This is an optimization exercise on Yosys and OpenROAD, whose aim is small area, not a production implementation. Only simulation tests tie the RTL to the original design; equivalence was not proved.

// ddr_traffic_driver
module ddr_traffic_driver #(
  parameter int MAX_ROW  = 3,
  parameter int MAX_COL  = 16,
  parameter int MAX_BANK = 3
) (
  input  logic                        clk,
  input  logic                        reset_n,
  input  logic                        local_ready,
  input  logic                        local_wdata_req,
  input  logic                        local_rdata_valid,
  input  ddr_traffic_pkg::data_word_t local_rdata,
  output ddr_traffic_pkg::mem_addr_t  local_addr,
  output logic                        local_write_req,
  output logic                        local_read_req,
  output ddr_traffic_pkg::data_word_t local_wdata,
  output ddr_traffic_pkg::byte_en_t   local_be,
  output ddr_traffic_pkg::byte_en_t   pnf_per_byte,
  output logic                        pnf_persist,
  output logic                        test_complete,
  output logic [7:0]                  test_status
);
Size: about 980 cells after synthesis, roughly 95 flip-flops.
export LEC_CHECK = 0
export ABC_AREA = 1
export CAP_MARGIN = 20
export CORE_MARGIN = 2
export CORE_UTILIZATION = 55
export CTS_BUF_LIST = sky130_fd_sc_hd__clkbuf_8 sky130_fd_sc_hd__clkbuf_4
export SLEW_MARGIN = 20
create_clock -name core_clock -period 5.0 [get_ports {clk}]
standard.sh (not shown) runs the stock make flow with config.mk's settings and CLKGATE_MAP_FILE= SYNTH_SCRIPT=/design/flow/synth_recipe.tcl, a recipe that flattens the netlist after the stock synthesis.
==> flow/flow/run.sh <==
#!/bin/bash
# The standard layout with two changes: synthesis maps the logic with an area-oriented ABC
# script (flow/abc_map.script), and the port buffers use the smallest buffer.
set -euo pipefail
export MY_ABC_SCRIPT="$PWD/flow/abc_map.script"
export BUFFER_PORTS_ARGS="-buffer_cell sky130_fd_sc_hd__buf_1"
bash standard.sh "SYNTH_SCRIPT=$PWD/flow/synth.tcl" finish > standard.log 2>&1
==> flow/flow/abc_map.script <==
strash
&get -n
&dch -f
&nf -R 1000
&put
topo
==> flow/flow/synth.tcl <==
# The standard flow's synthesis script (synth_recipe.tcl), with an area-oriented ABC script for the
# technology mapping of the logic between the registers
proc synth {args} { yosys synth -nofsm -noshare {*}$args }
proc abc {args} {
  set i [lsearch -exact $args -script]
  if {$i >= 0} { set args [lreplace $args $i [expr {$i + 1}] -script $::env(MY_ABC_SCRIPT)] }
  yosys abc {*}$args
}
source $::env(SCRIPTS_DIR)/synth.tcl
# left out here: clear keep_hierarchy, flatten, clean up, hide names made inside functions, write 1_2_yosys.v
The starting point completed without violations.
Edit:
--- a/flow/design.v
+++ b/flow/design.v
@@ -43,24 +43,31 @@
       all_ones <= 1'b0;
     else if (!be_step && (!dm_mode || reset_data))
       all_ones <= 1'b1;
   end
   always_ff @(posedge clk)
   begin
     if (reset_be)
       lane <= '0;
     else if (be_step)
-      lane <= lane + 4'd1;
+      lane <= lane ^ {&lane[2:0], &lane[1:0], lane[0], 1'b1};
   end
+  logic [3:0] lo;
+  logic [3:0] hi;
   always_comb
   begin
+    for (int i = 0; i < 4; i++)
+    begin
+      lo[i] = (lane[1:0] == 2'(i));
+      hi[i] = (lane[3:2] == 2'(i));
+    end
     for (int i = 0; i < ddr_traffic_pkg::DATA_BYTES; i++)
-      be[i] = all_ones || (lane == 4'(i));
+      be[i] = all_ones || (lo[i % 4] && hi[i / 4]);
   end
 endmodule
 `timescale 1ns/1ps
 module ddr_test_sequencer (
   input  logic                        clk,
   input  logic                        reset_n,
   input  logic                        local_ready,
   input  logic                        local_wdata_req,
   input  logic                        local_rdata_valid,
@@ -111,28 +118,37 @@
   assign reset_be      = (state == s_reload) || (state == s_read1);
   assign dgen_load     = (state == s_reload) || (state == s_read1) || (state == s_complete);
   assign active        = !((state == s_start) || (state == s_start_done) || (state == s_select0) ||
                            (state == s_select1) || (state == s_complete));
   assign test_complete = (state == s_start_done);
   assign read_phase    = (state == s_read1) || (state == s_read) || (state == s_rdrain);
   assign accept  = (write_req | read_req) & local_ready;
   assign strobe  = read_phase ? local_rdata_valid : local_wdata_req;
   assign drained = (remaining == '0);
+  logic       count_up;
+  logic       count_step;
+  logic [6:0] toggle;
+  assign count_up   = accept && !strobe;
+  assign count_step = count_up || (!accept && strobe && !drained);
+  always_comb
+  begin
+    toggle[0] = count_step;
+    for (int i = 1; i < 7; i++)
+      toggle[i] = toggle[i-1] && (remaining[i-1] == count_up);
+  end
   always_ff @(posedge clk or negedge reset_n)
   begin
     if (!reset_n)
       remaining <= '0;
     else if ((state == s_select0) || (state == s_select1))
       remaining <= '0;
-    else if (accept && !strobe)
-      remaining <= remaining + 7'd1;
-    else if (!accept && strobe && !drained)
-      remaining <= remaining - 7'd1;
+    else
+      remaining <= remaining ^ toggle;
   end
   always_ff @(posedge clk or negedge reset_n)
   begin
     if (!reset_n)
     begin
       state <= s_start;
       test  <= ddr_traffic_pkg::seq_addr;
     end
     else
@@ -212,19 +228,19 @@
   logic [4:0] pos;       
   logic [4:0] step;      
   logic       walk;
   logic       advance;
   logic [12:0] walk_row;
   logic [6:0]  walk_col;
   assign walk    = test[1];    
   assign advance = local_ready && (write_req || read_req) && active;
   assign step    = {pos[2:0], bank};
-  assign reached_max = walk ? (step >= 5'd27) : (pos == 5'b11100) && (bank == 2'd3);
+  assign reached_max = walk ? (step >= 5'd27) : (pos[4:2] == 3'b111) && (bank == 2'd3);
   always_comb
   begin
     for (int i = 0; i < 13; i++)
       walk_row[i] = (step == 5'(i + 1)) || ((step >= 5'd14) && (step != 5'(i + 14)));
     for (int m = 0; m < 7; m++)
       walk_col[m] = (step == 5'(m + 1)) || ((m + 8 <= 13) && (step == 5'(m + 8))) ||
                     ((step >= 5'd14) && (step != 5'(m + 14)) && !((m + 21 <= 26) && (step == 5'(m + 21))));
   end
   assign addr.bank = bank;
@@ -239,28 +255,28 @@
     end
     else if (reset_address)
     begin
       bank <= '0;
       pos  <= '0;
     end
     else if (advance)
     begin
       if (walk)
-        {pos[2:0], bank} <= step + 5'd1;
-      else if (pos[2:0] == 3'd4)
+        {pos[2:0], bank} <= step ^ {&step[3:0], &step[2:0], &step[1:0], step[0], 1'b1};
+      else if (pos[2] == 1'b1)
       begin
         pos[2:0] <= '0;
-        pos[4:3] <= pos[4:3] + 2'd1;
+        pos[4:3] <= pos[4:3] ^ {pos[3], 1'b1};
         if (pos[4:3] == 2'd3)
-          bank <= bank + 2'd1;
+          bank <= bank ^ {bank[0], 1'b1};
       end
       else
-        pos[2:0] <= pos[2:0] + 3'd1;
+        pos[2:0] <= pos[2:0] ^ {&pos[1:0], pos[0], 1'b1};
     end
   end
 endmodule
 `timescale 1ns/1ps
 module ddr_data_gen (
   input  logic                        clk,
   input  logic                        reset_n,
   input  logic                        local_wdata_req,
   input  logic                        local_rdata_valid,
@@ -551,19 +567,20 @@
   logic     last_rdata_valid;
   logic     rdata_seen;
   logic     rdata_seen_d1;
   logic     rdata_seen_d2;
   logic     persist_pre;
   logic     persist_hold;
   always_comb
   begin
     for (int lane = 0; lane < ddr_traffic_pkg::DATA_BYTES; lane++)
-      compare[lane] = ((expected[8*lane +: 8] & {8{be[lane]}}) == local_rdata[8*lane +: 8]);
+      compare[lane] = be[lane] ? (expected[8*lane +: 8] == local_rdata[8*lane +: 8]) :
+                                 (local_rdata[8*lane +: 8] == 8'd0);
   end
   assign persist_hold = rdata_seen_d2 ? persist_pre : 1'b1;
   always_ff @(posedge clk)
     compare_reg <= compare;
   always_ff @(posedge clk or negedge reset_n)
   begin
     if (!reset_n)
     begin
       compare_valid    <= '1;
What happened:
- wire length is lower by 0.55%
- worst setup slack got worse by 0.063 ns
- via count hardly moves
- flip-flop and latch count is unchanged
- cell count goes down by about 5%
- global-route usage goes up by 0.72 points

-- port drivers added, routing unchanged --
No port has a modelled driver above. Below, the same layouts with a new extraction and two added sets of constraints. Step 1 (the two cells are an assumption about what drives the block):
set clk [get_ports {clk}]
set_driving_cell -lib_cell sky130_fd_sc_hd__clkbuf_16 $clk
set_driving_cell -lib_cell sky130_fd_sc_hd__buf_2 [delete_from_list [all_inputs] $clk]
Step 2 moves the port delays by t, midway between the first and last clock arrival at a register: inputs arrive t later, outputs are due t later. That takes back most of the time a late clock gives input paths. a / b / c = ideal / step 1 / step 2; a / b = the first two.
run	t (ns)	setup WS [ns]	worst data-port slew with drivers (ns)	pins driven straight from the clock port
the first run	0.421	0.455 / 0.416 / 0.837	0.09	1
the second run	0.393	0.392 / 0.357 / 0.750	0.08	1
After both steps every run listed still meets setup and hold.
